Background: an optimization exercise with open tools, aiming at small area, a short achievable clock period and few clock cycles. Do not read the settings as production practice. No run shown here included a check of the RTL's function; only the layout flow was run. Power is estimated from default activity; no workload was simulated.

### constraint.sdc
create_clock -name core_clock -period 5.0 [get_ports {clk}]
set_input_delay 1.0000 -clock core_clock [delete_from_list [all_inputs] [get_ports {clk}]]
set_output_delay 1.0000 -clock core_clock [all_outputs]
set_load 0.01 [all_outputs]
### config.mk
export PLATFORM = sky130hd
export DESIGN_NAME = conv_window_gen
export DESIGN_NICKNAME = conv_window_gen
export VERILOG_FILES = /design/flow/design.v
export SDC_FILE = /design/flow/constraint.sdc
export NUM_CORES = 4
export LEC_CHECK = 0
export CAP_MARGIN = 20
export CORE_MARGIN = 2
export CORE_UTILIZATION = 55
export SETUP_SLACK_MARGIN = 2.3
export SLEW_MARGIN = 20
### design.v
module conv_window_gen #(
  parameter int unsigned IMG_W  = 30,
  parameter int unsigned IMG_H  = 30,
  parameter int unsigned PIX_W  = 48,
  parameter int unsigned ADDR_W = 10
) (
  input  logic                 clk,
  input  logic                 rst,
  input  logic                 start,
  output logic                 rom_en,
  output logic [ADDR_W-1:0]    rom_addr,
  input  logic [PIX_W-1:0]     rom_data,
  output logic                 win_valid,
  input  logic                 win_ready,
  output logic [9*PIX_W-1:0]   win_data,
  output logic [4:0]           win_row,
  output logic [4:0]           win_col,
  output logic                 busy,
  output logic                 done
);
  localparam int unsigned NPix   = IMG_W * IMG_H;
  localparam int unsigned Depth  = 2 * IMG_W + 2;
  localparam int unsigned NPush  = NPix + IMG_W;        
  localparam int unsigned NMask  = 8;                   
  localparam int unsigned MaskW  = PIX_W / NMask;       
  localparam logic [ADDR_W-1:0] LastPush = ADDR_W'(NPush - 1);
  localparam logic [ADDR_W-1:0] PreWin   = ADDR_W'(IMG_W - 1);
  localparam logic [4:0]        ColLast  = 5'(IMG_W - 1);
  localparam logic [4:0]        ColPre   = 5'(IMG_W - 2);
  localparam logic [4:0]        RowPre   = 5'(IMG_H - 2);
  logic              busy_q, done_q;
  logic              vld_q;             
  logic [ADDR_W-1:0] pix_q;             
  logic              fin_q;             
  logic              win_on_q;          
  logic              win_valid_q;
  logic [4:0]        row_q, col_q;
  logic [8:0]        mask_q [NMask];    
  logic [PIX_W-1:0]  sr_q [Depth];
  logic can_push, push, load_win, last_hs, accept;
  assign can_push = !win_valid_q || win_ready;
  assign push     = vld_q && !fin_q && can_push;
  assign load_win = push && win_on_q;
  assign last_hs  = fin_q && win_valid_q && win_ready;
  assign accept   = start && !busy_q && !done_q;
  logic [4:0] row_n, col_n;
  logic       row_end, col_pre, row_wrap, row_pre;
  assign row_end  = (col_q == ColLast);
  assign col_pre  = (col_q == ColPre);
  assign row_wrap = (row_q == 5'h1f);
  assign row_pre  = (row_q == RowPre);
  assign col_n    = row_end ? 5'd0 : col_q + 1'b1;
  assign row_n    = row_end ? row_q + 1'b1 : row_q;
  logic [8:0] mask_n [NMask];
  for (genvar c = 0; c < NMask; c++) begin : g_mask_n
    logic top_n, bot_n, lft_n, rgt_n;
    assign lft_n = mask_q[c][5];
    assign rgt_n = !mask_q[c][5] && col_pre;
    assign top_n = mask_q[c][5] ? row_wrap : mask_q[c][1];
    assign bot_n = mask_q[c][5] ? row_pre  : mask_q[c][7];
    assign mask_n[c] = {bot_n | rgt_n, bot_n, bot_n | lft_n,
                        rgt_n,         1'b0,  lft_n,
                        top_n | rgt_n, top_n, top_n | lft_n};
  end
  always_ff @(posedge clk or posedge rst) begin
    if (rst) begin
      busy_q      <= 1'b0;
      done_q      <= 1'b0;
      vld_q       <= 1'b0;
      pix_q       <= '0;
      fin_q       <= 1'b0;
      win_on_q    <= 1'b0;
      win_valid_q <= 1'b0;
      row_q       <= '0;
      col_q       <= '0;
    end else begin
      done_q <= last_hs;
      vld_q  <= busy_q && !last_hs;
      if (accept) begin
        busy_q   <= 1'b1;
        pix_q    <= '0;
        fin_q    <= 1'b0;
        win_on_q <= 1'b0;
        row_q    <= 5'h1f;
        col_q    <= ColLast;
      end else begin
        if (last_hs) busy_q <= 1'b0;
        if (push) begin
          pix_q <= pix_q + 1'b1;
          if (pix_q == LastPush) fin_q <= 1'b1;
          if (pix_q == PreWin) win_on_q <= 1'b1;
        end
        if (load_win) begin
          row_q  <= row_n;
          col_q  <= col_n;
        end
      end
      if (load_win) win_valid_q <= 1'b1;
      else if (win_ready) win_valid_q <= 1'b0;
    end
  end
  always_ff @(posedge clk) begin
    for (int c = 0; c < NMask; c++) begin
      if (accept) mask_q[c] <= 9'b000_100_000;
      else if (load_win) mask_q[c] <= mask_n[c];
    end
  end
  always_ff @(posedge clk) begin
    if (push) begin
      sr_q[0] <= ~rom_data;
      for (int t = 1; t < Depth; t++) sr_q[t] <= sr_q[t-1];
    end
  end
  for (genvar i = 0; i < 3; i++) begin : g_row
    for (genvar j = 0; j < 3; j++) begin : g_col
      if (i == 2 && j == 2) begin : g_rom
        for (genvar c = 0; c < NMask; c++) begin : g_slice
          assign win_data[PIX_W*8 + MaskW*c +: MaskW] =
              rom_data[MaskW*c +: MaskW] & ~{MaskW{mask_q[c][8]}};
        end
      end else begin : g_sr
        localparam int unsigned TapIJ = 2 * IMG_W + 1 - i * IMG_W - j;
        for (genvar c = 0; c < NMask; c++) begin : g_slice
          assign win_data[PIX_W*(3*i+j) + MaskW*c +: MaskW] =
              ~(sr_q[TapIJ][MaskW*c +: MaskW] | {MaskW{mask_q[c][3*i+j]}});
        end
      end
    end
  end
  assign rom_en    = busy_q;
  logic [ADDR_W-1:0] addr_go, addr_hold;
  assign addr_go   = (vld_q && !fin_q) ? pix_q + 1'b1 : pix_q;
  assign addr_hold = win_valid_q ? pix_q : addr_go;
  assign rom_addr  = win_ready ? addr_go : addr_hold;
  assign win_valid = win_valid_q;
  assign win_row   = row_q;
  assign win_col   = col_q;
  assign busy      = busy_q;
  assign done      = done_q;
endmodule
### flow/run.sh
#!/bin/bash
# Layout flow: the standard ORFS flow (standard.sh, standard synthesis unchanged) with
#  - a leaner clock tree: larger sink clusters and no dummy loads, so fewer buffer levels;
#  - plain buffers (sky130 buf_1, upsized by timing repair where needed) on every port.
# make's full output goes to flow_make.log here; each ORFS step logs under orfs/logs/.
set -euo pipefail
export CTS_ARGS="-sink_clustering_enable -repair_clock_nets -dont_use_dummy_load -sink_clustering_size 20 -sink_clustering_max_diameter 80"
export BUFFER_PORTS_ARGS="-buffer_cell sky130_fd_sc_hd__buf_1"
bash standard.sh > flow_make.log 2>&1
### standard.sh
#!/bin/bash
# synth_recipe.tcl (not shown) runs the flow's synth.tcl, then flattens the netlist and writes it again
# the make line also repeats each setting of config.mk as NAME=value (left out here)
make -C /OpenROAD-flow-scripts/flow DESIGN_CONFIG=/design/flow/config.mk WORK_HOME=/design/flow/orfs CLKGATE_MAP_FILE= SYNTH_SCRIPT=/design/flow/synth_recipe.tcl "${@:-finish}"
==> reports/metrics.yaml, run 1 <==
netlist_instances: 3891
final_nets: 4659
rrSetupSlack_ns: 2.25
endpoint_kind: "output pin"
synth_xor_area_share_pct: 0.0645
multi_input_area_sq_um: 3470
totalWireLength_mm: 129
required_ns: 4.00
fillers: 11700
muxShareOfSynthArea_pct: 0.179
endpoint: "rom_addr[9]"
first_pass_iters: 5
via_count: 35000
cts_root_buf: "clkbuf_16"
layout_setup_ws_ns: 1.81
vdd_drop_max_v: 0.000377
fp.dieH_microns: 420
ys_seq_elements: 3066
yosysTopAreaCell: "edfxtp_1"
start_util_pct: 55.4
clk_path_buf_depth: 3
slew_headroom_pct: 34.2
critical_path_class: "primary input to output pin"
synthTopCellsByArea: "edfxtp_1, nor2_1, dfxtp_1"
startpoint: "win_ready"
die_w_microns: 420
core_sq_um: 172000
reg2reg_to: "sr_q[9][37]$_DFFE_PP_"
synth_fa_ha_area_share_pct: 0.105
ioPinCount: 508
grtUsageTotal_pct: 14.3
area_growth_pct: 11.3
die_area_sq_um: 176000
timing.final.hold_violations: 0
synth_top_family_by_area: "simple AND/OR/NAND/NOR gates"
cp_data_arrival_time_ns: 2.19
async_reset_ff_share_pct: 0.848
max-cap-violations: 0
synthDistinctLibCells: 49
p_leak_nw: 35.9
seq_area_frac_synth_pct: 96.0
synth_nets: 3951
antenna_found_initial: 16
power_density_nw_per_um2: 612
dp_hpwl_mm: 71.2
setup_violations: 0
worstMarginPinSlew_ns: 0.987
cp-start-kind: "primary input"
drtIter0Drc: 3453
wire_per_inst_microns: 18.7
viasPerCell: 5.07
r2r_cells: 6
pre_cts_ws_ns: 1.44
antenna_left: 0
clock_latency_ns: 0.79
ff_latch_area_sq_um: 91400
drv_slew: 0
synthSimpleGateAreaFrac_pct: 2.45
period_needed_ns: 3.19
grt_overflow: 0
synth_top_area_share_pct: 93.9
cts_buffers: 172
drive_gt1_share_pct: 9.01
synth-compound-area-share_pct: 0.564
min_period_over_period_pct: 63.8
rows: 152
cts_sinks: 3066
r2r-start: "fin_q$_DFFE_PP0P_"
final.setup.tns_ns: 0
power.total_w: 0.0648
grt_pass1_wl_mm: 191
port_buffers: 507
drc: 0
grt_setup_unrepaired: "yes"
status: "complete, no violations"
grt_max_degree: 192
cts_tree: "built"
cts-htree-levels: 4
avgSynthCellArea_sq_um: 24.4
ys_warn_count: 4
finalWeightedCongestion: 0.776
final.setup_skew_ns: 0.0381
ys_dominant_reg_cell: "edfxtp_1"
crit_fanout: 9
fmax_ghz: 0.313
syn_area_sq_um: 95100
synth_edf_count: 2976
hp-class: "primary input to async pin"
clkTransAtPathRegs_ns: 0.07
grt_pass1_vias: 33300
==> Yosys cell counts (11+ instances only) <==
master	n
clkbuf_1	33
nor2_1	413
inv_1	103
nand2b_1	11
nor3_1	18
dfxtp_1	64
nand2_1	65
edfxtp_1	2976
mux2i_1	17
a21oi_1	29
dfrtp_1	26
==> flip-flops by register name (all words and copies together) (netlist names) <==
register / flops
done_q: 1
win_valid_q: 1
fin_q: 1
vld_q: 1
pix_q: 10
row_q: 5
mask_q: 64
busy_q: 1
col_q: 5
sr_q: 2976
win_on_q: 1
==> metal layers <==
| layer | up-vias | GRT usage (%) | part of all wire (%) |
|---|---|---|---|
| met5 | - | 0 | 0 |
| met1 | 17800 | 20.4 | 45 |
| met3 | 215 | 3.03 | 5.0 |
| met4 | 0 | 5.35 | 3.0 |
| li1 | 16300 | - | - |
| met2 | 735 | 22.3 | 47 |
==> power breakdown <==
group	leakage [nW]	switching [W]	internal [W]
Clock	2.12	0.00715	0.00610
Combinational	3.80	0.00430	0.00152
Sequential	30.0	0.00359	0.0421
==> stage by stage <==
stage          cells  hold WS, ns  cell area (sq um)  util [%]
2_1_floorplan   3891        0.400              95100         -
3_3_place_gp    6691        0.400             100000      58.3
3_5_place_dp    6691        0.405             100000      58.3
4_1_cts         6899        0.232             106000      61.5
5_1_grt         6907        0.282             106000      61.6
6_report        6912        0.288             106000      61.6
==> placed cells by master (no fill, tap or decap), drive strengths merged <==
cell / n
edfxtp: 2976
nor2: 415
nand4: 7
and3: 5
inv: 103
xor2: 2
and2: 6
xnor2: 5
a21oi: 29
o21ai: 6
o31ai: 2
or3b: 1
nor4b: 2
dfxtp: 64
a31oi: 4
buf: 577
nor3: 19
or2: 1
o311ai: 10
and4: 3
dfrtp: 26
nand3b: 1
nor4: 1
or2b: 1
nand2b: 11
a211oi: 9
mux2i: 17
or4: 1
nand3: 10
or3: 3
bufbuf: 1
ha: 8
nor3b: 1
diode: 5
a211o: 1
nor2b: 4
a221o: 8
nand2: 70
clkbuf: 178
o211ai: 9
==> area by class of cell <==
type | count | area share [%]
Antenna cell | 5 | 0.0118
Clock buffer | 172 | 4.07
Inverter | 103 | 0.365
Multi-Input combinational cell | 672 | 3.27
Sequential cell | 3066 | 86.4
Tap cell | 2310 | 2.73
Timing Repair Buffer | 584 | 3.17
==> how the worst min path moves through the flow <==
stage	to	slack [ns]
6_report	pix_q[2]$_DFFE_PP0P_	0.29
5_1_grt	pix_q[2]$_DFFE_PP0P_	0.28
2_1_floorplan	sr_q[10][0]$_DFFE_PP_	0.40
4_1_cts	col_q[0]$_DFFE_PP0P_	0.23
3_3_place_gp	sr_q[34][29]$_DFFE_PP_	0.40
3_5_place_dp	sr_q[10][31]$_DFFE_PP_	0.40
==> kinds of logic (layout without fill, tap and decap cells) <==
group / count (synthesis) / in the layout
adder cells (fa/ha/maj): 8 / 8
AND/OR/NAND/NOR: 562 / 562
multiplexers: 17 / 17
XOR/XNOR: 7 / 7
buffers and inverters: 153 / 859
flip-flops: 3066 / 3066
AO/OA/AOI/OAI: 78 / 78
other: 0 / 5
==> timing repair <==
action / CTS / global route
setup endpoints to repair: 2624 / 1037
endpoints found under the hold margin: 0 / 0
cloned: 12 / 5
resized for setup: 206 / 40
buffers inserted: 24 / 3
hold buffers: 0 / 0
pin swaps: 14 / 7
==> worst max-delay path, cell delays in order <==
cell and delay, ns:
buf_1 0.17, nand2b_4 0.26, nand3_4 0.12, or4_4 0.44, nand2_2 0.10, buf_6 0.10
==> run 2: changes to the inputs <==
--- a/design.v
+++ b/design.v
@@ -32,4 +32,5 @@
   logic              vld_q;             
   logic [ADDR_W-1:0] pix_q;             
+  logic [ADDR_W-1:0] pinc_q;            
   logic              fin_q;             
   logic              win_on_q;          
@@ -69,4 +70,5 @@
       vld_q       <= 1'b0;
       pix_q       <= '0;
+      pinc_q      <= 1;
       fin_q       <= 1'b0;
       win_on_q    <= 1'b0;
@@ -80,4 +82,5 @@
         busy_q   <= 1'b1;
         pix_q    <= '0;
+        pinc_q   <= 1;
         fin_q    <= 1'b0;
         win_on_q <= 1'b0;
@@ -87,5 +90,6 @@
         if (last_hs) busy_q <= 1'b0;
         if (push) begin
-          pix_q <= pix_q + 1'b1;
+          pix_q  <= pinc_q;
+          pinc_q <= pinc_q + 1'b1;
           if (pix_q == LastPush) fin_q <= 1'b1;
           if (pix_q == PreWin) win_on_q <= 1'b1;
@@ -130,5 +134,5 @@
   assign rom_en    = busy_q;
   logic [ADDR_W-1:0] addr_go, addr_hold;
-  assign addr_go   = (vld_q && !fin_q) ? pix_q + 1'b1 : pix_q;
+  assign addr_go   = (vld_q && !fin_q) ? pinc_q : pix_q;
   assign addr_hold = win_valid_q ? pix_q : addr_go;
   assign rom_addr  = win_ready ? addr_go : addr_hold;
==> reports/metrics.yaml, run 2 <==
status: "complete, no violations"
utilization_pct: 61.5  # -0.097 points
slew_headroom_pct: 37.7  # +3.5 points
die_w_microns: 421  # +0.17%
holdCritStartpoint: "sr_q[46][30]$_DFFE_PP_"
grt_use_met2_pct: 22.9  # +0.63 points
yosysTopAreaCell: "edfxtp_1"
cts_root_buf: "clkbuf_16"
cp_common_cell: "buf_12"
vdd_drop_max_v: 0.000379  # +0.53%
clock_latency_ns: 0.80  # about the same
period_needed_ns: 3.11  # -0.0828 ns
placed_cells: 6730  # +0.58%
synth_top_area_share_pct: 93.6  # -0.33 points
reg.largest.list: "sr_q x2976, mask_q x64"
grt_max_degree: 212  # +10%
crit_buf_inv: 4  # +2
die_area_sq_um: 177000  # +0.35%
cts_buffers: 173  # +0.58%
p_leak_nw: 35.7  # -0.54%
grt_setup_unrepaired: "yes"
endpoint_kind: "output pin"
seq_area_frac_synth_pct: 95.9  # about the same
rrSetupSlack_ns: 2.42  # +0.17 ns
synth_top_family_by_area: "simple AND/OR/NAND/NOR gates"
regMostFlops: "sr_q"
viasPerCell: 5.07  # about the same
busiest_layer: "met2"
r2r_cells: 9  # +3
port_buffers: 507  # unchanged
reg2reg_to: "sr_q[27][2]$_DFFE_PP_"
start_util_pct: 55.5  # +0.13 points
yosysMostFrequentCell: "edfxtp_1"
r2r-start: "fin_q$_DFFE_PP0P_"
cts_tree: "built"
worstMarginPinSlew_ns: 0.935  # -0.0527 ns
first_pass_iters: 5  # unchanged
syn_area_sq_um: 95500  # +0.35%
stdcell_count: 6931  # +0.27%
clk_path_buf_depth: 3  # unchanged
ys_dominant_reg_cell: "edfxtp_1"
muxShareOfSynthArea_pct: 0.149  # -0.029 points
dp_hpwl_mm: 71.5  # +0.44%
timing.final.hold_violations: 0  # unchanged
netlist_instances: 3925  # +0.87%
hp-class: "flop to flop"
crit_chain: "nor2b_4, buf_12, nand2_8, buf_12, clkinv_16, mux2_4, buf_6"
synth-compound-area-share_pct: 0.619  # +0.054 points
synthTopCellsByArea: "edfxtp_1, nor2_1, dfxtp_1"
layout_commonest_cell: "edfxtp_1"
synthSimpleGateAreaFrac_pct: 2.55  # +0.092 points
rows: 152  # unchanged
pre_cts_ws_ns: 1.45  # +0.00459 ns
final_nets: 4681  # +0.47%
power_density_nw_per_um2: 623  # +1.8%
min_period_over_period_pct: 62.2  # -1.7 points
synth_xor_area_share_pct: 0.0551  # -0.0094 points
drv_slew: 0  # unchanged
whs_endpoint: "sr_q[47][30]$_DFFE_PP_"
antenna_left: 0  # unchanged
cp_data_arrival_time_ns: 2.11  # -0.08 ns
slowest_delay_ns: 0.41  # -0.03 ns
fp.dieH_microns: 421  # +0.17%
cts-htree-levels: 4  # unchanged
fmax_ghz: 0.322  # +2.7%
drc: 0  # unchanged
drtIter0Drc: 3434  # -0.55%
ys_seq_elements: 3076  # +0.33%
final.setup_skew_ns: 0.0451  # +0.00699 ns
totalWireLength_mm: 130  # +0.39%
ioPinCount: 508  # unchanged
via_count: 35100  # +0.26%
clkTransAtPathRegs_ns: 0.08  # about the same
synth.top_cells.by_count: "edfxtp_1, nor2_1, inv_1"
grt_pass1_vias: 33600  # +0.78%
use_met1_pct: 20.1  # -0.26 points
final_cell_mix: "edfxtp_1, buf_1, nor2_1"
layout_setup_ws_ns: 1.89  # +0.0828 ns
crit_fanout: 3  # -6
critical_path_class: "flop to output pin"
fillers: 11900  # +1.4%
synth_nets: 3984  # +0.84%
avgSynthCellArea_sq_um: 24.3  # -0.52%
synth_fa_ha_area_share_pct: 0.0918  # -0.013 points
synth_edf_count: 2976  # unchanged
grtUsageTotal_pct: 14.3  # about the same
max-cap-violations: 0  # unchanged
cts_sinks: 3076  # +0.33%
setup_violations: 0  # unchanged
startpoint: "fin_q$_DFFE_PP0P_"
core_sq_um: 172000  # +0.11%
grt_overflow: 0  # unchanged
ctsHoldBuffers: 0  # unchanged
area_growth_pct: 10.8
ys_warn_count: 4  # unchanged
largest_register_ffs: 2976  # unchanged
synthDistinctLibCells: 52  # +6.1%
grtUsageMet3_pct: 2.68  # -0.34 points
critPathSlowestCell: "dfrtp_1"
grt_pass1_wl_mm: 192  # +0.49%
async_reset_ff_share_pct: 1.17  # +0.32 points
drive_gt1_share_pct: 8.42  # -0.59 points
wire_per_inst_microns: 18.7  # +0.12%
required_ns: 4.00  # about the same
hold_path_depth: 0
antenna_found_initial: 9  # -7
cp-start-kind: "flop"
finalWeightedCongestion: 0.800  # +3.1%
final.setup.tns_ns: 0  # unchanged
crit_family: "buffers and inverters"
[run 2: cell count changes in the layout (fill, tap and decap cells not counted), sizes merged, moves of 5 or more]
cell,delta
buf,-9
clkinv,+5
dfrtp,+9
mux2,+10
mux2i,-14
nand2,-22
nand3,+13
nand4,+6
nor2,+6
nor3,+6
o21ai,+18
[run 2: kinds of logic after synthesis]
logic type	after synthesis
AO/OA/AOI/OAI	94
AND/OR/NAND/NOR	575
flip-flops	3076
buffers and inverters	154
adder cells (fa/ha/maj)	7
XOR/XNOR	6
multiplexers	13
[run 2: report_power, final]
part	switching (W)	internal, W	total, W
Combinational	0.00477	0.00137	0.00614
Clock	0.00712	0.00613	0.0133
Sequential	0.00359	0.0429	0.0465
[run 2: how the worst max path moves through the flow]
stage,end,slack (ns),cells past startpoint
floorplan,rom_addr[9],-4.44,4
global placement,rom_addr[9],1.48,6
detailed placement,rom_addr[9],1.45,6
CTS,rom_addr[9],1.79,7
global route,rom_addr[9],1.78,7
finish,rom_addr[9],1.89,7
[run 2: area by class of cell]
class	instances	area, sq um	area share [%]
flip-flops and latches	3076	91700	86.6
clock buffers	173	4330	4.09
inverters	102	409	0.387
well taps	2310	2890	2.73
repair inverters	4	65.1	0.0615
repair buffers	570	2840	2.68
diodes	1	2.50	0.00237
multi-input cells	695	3590	3.39
[run 2: per-layer routing]
| metal | up-vias | wire length (microns) |
|---|---|---|
| met5 | - | 0 |
| met4 | 0 | 3560 |
| met3 | 185 | 6060 |
| met2 | 753 | 62700 |
| met1 | 17800 | 57500 |
| li1 | 16400 | - |
[run 2: repair_timing]
| action | in CTS | in global routing |
|---|---|---|
| pin swaps | 4 | 2 |
| resized for setup | 188 | 15 |
| setup endpoints to repair | 1674 | 797 |
| cloned | 5 | 2 |
| buffers inserted | 19 | 1 |
[run 2: stage by stage]
stage | hold slack (ns) | power [W] | area [sq um]
2_1_floorplan | 0.400 | 0.0505 | 95500
3_3_place_gp | 0.400 | 0.0523 | 101000
3_5_place_dp | 0.405 | 0.0529 | 101000
4_1_cts | 0.333 | 0.0668 | 106000
5_1_grt | 0.371 | 0.0691 | 106000
6_report | 0.390 | 0.0659 | 106000
[run 2: worst register-to-register path, delay by kind of cell, from the launching register on]
family        cells  cell delay [ns]
buf+inv           7             1.64
simple gates      2             0.20
flops             1             0.41
==> run 3: changes to the inputs <==
--- a/design.v
+++ b/design.v
@@ -32,5 +32,6 @@
   logic              vld_q;             
   logic [ADDR_W-1:0] pix_q;             
-  logic [ADDR_W-1:0] pinc_q;            
+  logic [ADDR_W-1:0] addr_go_q;         
+  logic [ADDR_W-1:0] addr_hold_q;       
   logic              fin_q;             
   logic              win_on_q;          
@@ -70,5 +71,4 @@
       vld_q       <= 1'b0;
       pix_q       <= '0;
-      pinc_q      <= 1;
       fin_q       <= 1'b0;
       win_on_q    <= 1'b0;
@@ -82,5 +82,4 @@
         busy_q   <= 1'b1;
         pix_q    <= '0;
-        pinc_q   <= 1;
         fin_q    <= 1'b0;
         win_on_q <= 1'b0;
@@ -90,6 +89,5 @@
         if (last_hs) busy_q <= 1'b0;
         if (push) begin
-          pix_q  <= pinc_q;
-          pinc_q <= pinc_q + 1'b1;
+          pix_q <= pix_q + 1'b1;
           if (pix_q == LastPush) fin_q <= 1'b1;
           if (pix_q == PreWin) win_on_q <= 1'b1;
@@ -102,4 +100,31 @@
       if (load_win) win_valid_q <= 1'b1;
       else if (win_ready) win_valid_q <= 1'b0;
+    end
+  end
+  logic [ADDR_W-1:0] pix_d;
+  logic              vld_d, fin_d, win_valid_d, go_d;
+  always_comb begin
+    pix_d       = pix_q;
+    vld_d       = busy_q && !last_hs;
+    fin_d       = fin_q;
+    win_valid_d = win_valid_q;
+    if (accept) begin
+      pix_d = '0;
+      fin_d = 1'b0;
+    end else if (push) begin
+      pix_d = pix_q + 1'b1;
+      if (pix_q == LastPush) fin_d = 1'b1;
+    end
+    if (load_win) win_valid_d = 1'b1;
+    else if (win_ready) win_valid_d = 1'b0;
+    go_d = vld_d && !fin_d;
+  end
+  always_ff @(posedge clk or posedge rst) begin
+    if (rst) begin
+      addr_go_q   <= '0;
+      addr_hold_q <= '0;
+    end else begin
+      addr_go_q   <= go_d ? pix_d + 1'b1 : pix_d;
+      addr_hold_q <= (go_d && !win_valid_d) ? pix_d + 1'b1 : pix_d;
     end
   end
@@ -133,8 +158,5 @@
   end
   assign rom_en    = busy_q;
-  logic [ADDR_W-1:0] addr_go, addr_hold;
-  assign addr_go   = (vld_q && !fin_q) ? pinc_q : pix_q;
-  assign addr_hold = win_valid_q ? pix_q : addr_go;
-  assign rom_addr  = win_ready ? addr_go : addr_hold;
+  assign rom_addr  = win_ready ? addr_go_q : addr_hold_q;
   assign win_valid = win_valid_q;
   assign win_row   = row_q;
--- a/flow/run.sh
+++ b/flow/run.sh
@@ -5,5 +5,5 @@
 # make's full output goes to flow_make.log here; each ORFS step logs under orfs/logs/.
 set -euo pipefail
-export CTS_ARGS="-sink_clustering_enable -repair_clock_nets -dont_use_dummy_load -sink_clustering_size 20 -sink_clustering_max_diameter 80"
+export CTS_ARGS="-sink_clustering_enable -repair_clock_nets -dont_use_dummy_load -sink_clustering_size 25 -sink_clustering_max_diameter 80"
 export BUFFER_PORTS_ARGS="-buffer_cell sky130_fd_sc_hd__buf_1"
 bash standard.sh > flow_make.log 2>&1
--- a/config.mk
+++ b/config.mk
@@ -8,5 +8,5 @@
 export CAP_MARGIN = 20
 export CORE_MARGIN = 2
-export CORE_UTILIZATION = 55
+export CORE_UTILIZATION = 62
 export SETUP_SLACK_MARGIN = 2.3
 export SLEW_MARGIN = 20
==> reports/metrics.yaml, run 3 <==
status: "complete, no violations"
avgSynthCellArea_sq_um: 24.0  # -1.5%
synth_top_area_share_pct: 92.9  # -0.76 points
drc: 0  # unchanged
fmax_ghz: 0.360  # +12%
grt_overflow: 0  # unchanged
cts_sinks: 3086  # +0.33%
final.setup.tns_ns: 0  # unchanged
setup_violations: 0  # unchanged
port_buffers: 507  # unchanged
grt_setup_unrepaired: "yes"
endpoint_kind: "output pin"
netlist_instances: 4016  # +2.3%
final.setup_skew_ns: 0.0565  # +0.0115 ns
drive_gt1_share_pct: 7.40  # -1.0 points
reg2reg_to: "addr_hold_q[9]$_DFF_PP0_"
cts-htree-levels: 4  # unchanged
via_count: 35600  # +1.3%
die_w_microns: 398  # -5.4%
synthTopCellsByArea: "edfxtp_1, nor2_1, dfxtp_1"
die_area_sq_um: 158000  # -10%
synth_edf_count: 2976  # unchanged
finalWeightedCongestion: 0.794  # -0.79%
grtUsageTotal_pct: 15.8  # +1.4 points
ys_dominant_reg_cell: "edfxtp_1"
totalWireLength_mm: 128  # -1.3%
r2r-start: "pix_q[0]$_DFF_PP0_"
p_leak_nw: 35.7  # about the same
required_ns: 4.00  # about the same
clkTransAtPathRegs_ns: 0.09  # about the same
antenna_left: 0  # unchanged
power_density_nw_per_um2: 607  # -2.6%
slew_headroom_pct: 34.2  # -3.4 points
wire_per_inst_microns: 19.1  # +2.0%
regMostFlops: "sr_q"
grt_max_degree: 202  # -4.7%
antenna_found_initial: 10  # +1
drtIter0Drc: 4044  # +18%
grt_pass1_wl_mm: 190  # -1.3%
period_needed_ns: 2.78  # -0.329 ns
reg.largest.list: "sr_q x2976, mask_q x64"
yosysTopAreaCell: "edfxtp_1"
fillers: 9713  # -18%
layout_setup_ws_ns: 2.22  # +0.329 ns
start_util_pct: 62.5  # +6.9 points
cts_tree: "built"
yosysMostFrequentCell: "edfxtp_1"
pre_cts_ws_ns: 1.31  # -0.133 ns
clk_path_buf_depth: 3  # unchanged
area_growth_pct: 9.49
synth.top_cells.by_count: "edfxtp_1, nor2_1, inv_1"
cp-start-kind: "primary input"
drv_slew: 0  # unchanged
timing.final.hold_violations: 0  # unchanged
final_cell_mix: "edfxtp_1, buf_1, nor2_1"
cts_buffers: 143  # -17%
dp_hpwl_mm: 75.0  # +5.0%
core_sq_um: 154000  # -10%
startpoint: "win_ready"
cp_data_arrival_time_ns: 1.78  # -0.33 ns
max-cap-violations: 0  # unchanged
power.total_w: 0.0639  # -3.0%
hp-class: "primary input to async pin"
worstMarginPinSlew_ns: 0.986  # +0.0516 ns
utilization_pct: 68.4  # +6.9 points
first_pass_iters: 5  # unchanged
syn_area_sq_um: 96200  # +0.82%
r2r_cells: 7  # -2
cts_root_buf: "clkbuf_16"
grt_pass1_vias: 33100  # -1.4%
ys_seq_elements: 3086  # +0.33%
min_period_over_period_pct: 55.6  # -6.6 points
viasPerCell: 5.30  # +4.6%
largest_register_ffs: 2976  # unchanged
ioPinCount: 508  # unchanged
crit_fanout: 5  # +2
rrSetupSlack_ns: 2.45  # +0.03 ns
seq_area_frac_synth_pct: 95.4  # -0.52 points
final_nets: 4728  # +1.0%
ys_warn_count: 4  # unchanged
rows: 144  # -5.3%
clock_latency_ns: 0.78  # -0.02 ns
async_reset_ff_share_pct: 1.49  # +0.32 points
fp.dieH_microns: 398  # -5.4%
vdd_drop_max_v: 0.000393  # +3.8%
synthDistinctLibCells: 57  # +9.6%
critical_path_class: "primary input to output pin"
finalHoldWorstSlack_ns: 0.375  # -0.0142 ns
layout_commonest_cell: "edfxtp_1"
synth_nets: 4077  # +2.3%
run 3: cell types whose count changed after synthesis, sizes merged, moves of 11 or more:
cell / delta
a21o: +16
xnor2: +14
dfrtp: +11
clkbuf: +15
o21ai: -12
a22oi: +24
nand2: +27
run 3: power by group:
group	total, W	switching, W	internal [W]
sequential	0.0465	0.00376	0.0427
combinational	0.00545	0.00409	0.00136
clock	0.0120	0.00686	0.00512
run 3: cells by family (layout without fill, tap and decap cells):
logic type,Yosys count,in the layout,synth area share (%)
AOI/OAI and AO/OA,100,100,0.655
xor gates and xnor gates,28,28,0.255
adders and majority gates,9,9,0.117
buffers and inverters,174,823,0.719
DFF,3086,3086,95.4
muxes,15,15,0.179
other,0,2,0
and+or+nand+nor,604,604,2.68
run 3: cell type report:
type / instances / area [sq um] / share of cell area (%)
diodes: 2 / 5.00 / 0.00475
clock buffers: 143 / 3580 / 3.40
inverters: 106 / 403 / 0.382
multi-input cells: 756 / 3880 / 3.68
flip-flops and latches: 3086 / 91900 / 87.2
well taps: 2044 / 2560 / 2.43
repair buffers: 574 / 3050 / 2.89
run 3: repair_timing:
action | CTS | global route
setup buffers | 5 | 3
resized for setup | 134 | 17
pin swaps | 1 | 3
cloned | 3 | 1
endpoints found under the setup margin | 2567 | 2033
hold buffers | 0 | 0
run 3: stage by stage:
step	area (sq um)	std cells
6_report	105000	6711
3_3_place_gp	101000	6554
5_1_grt	105000	6709
4_1_cts	105000	6705
3_5_place_dp	101000	6554
2_1_floorplan	96200	4016
run 3: worst max-delay path by stage:
stage / endpoint / slack (ns) / cells past startpoint
global route: rom_addr[3] / 2.21 / 5
floorplan: sr_q[0][0]$_DFFE_PP_ / -41.63 / 4
CTS: win_data[287] / 2.21 / 2
global placement: sr_q[31][47]$_DFFE_PP_ / 1.39 / 7
finish: rom_addr[3] / 2.22 / 5
detailed placement: sr_q[47][25]$_DFFE_PP_ / 1.31 / 7
run 3: critical path: stages:
cell	delay, ns
buf_6	0.10
buf_8	0.14
buf_12	0.13
mux2_4	0.29
buf_6	0.12
run 3: metal layers:
layer	GRT usage, %	up-vias	wire length (microns)
li1	-	16500	-
met3	3.11	167	7620
met1	25.2	18000	60900
met2	22.7	847	57000
met4	4.55	0	2650
met5	0	-	0

[what the ideal ports hide]
In the flow no input, the clock included, has a driving cell. The finished layouts below were timed again as built, in two steps.
Step 1 (the two cells are an assumption about what drives the block):
set clk [get_ports {clk}]
set_driving_cell -lib_cell sky130_fd_sc_hd__clkbuf_16 $clk
set_driving_cell -lib_cell sky130_fd_sc_hd__buf_2 [delete_from_list [all_inputs] $clk]
Step 2 times the ports against the registers' clock, not the clock port: input delays grow and output delays shrink by t, the midpoint of the rising clock arrivals with the driver on.
Slacks: no drivers / after step 1 / after step 2; pairs: no drivers / after step 1.
| run | shift t [ns] | setup WS [ns] | hold slack, ns | worst setup path after step 2 | worst register clock-pin slew, ns |
|---|---|---|---|---|---|
| run 1 | 0.861 | 1.808 / 1.742 / 1.649 | 0.288 / 0.226 / 0.386 | input to register | 0.08 / 0.08 |
| run 2 | 0.863 | 1.890 / 1.808 / 1.730 | 0.390 / 0.366 / 0.390 | input to register | 0.08 / 0.08 |
| run 3 | 0.835 | 2.219 / 2.184 / 1.573 | 0.375 / 0.311 / 0.379 | input to register | 0.09 / 0.09 |
After both steps setup and hold are still met in every run listed. For run 3, which loses most, drivers alone change the setup slack by -0.035 ns; drivers and shift together by -0.646 ns.
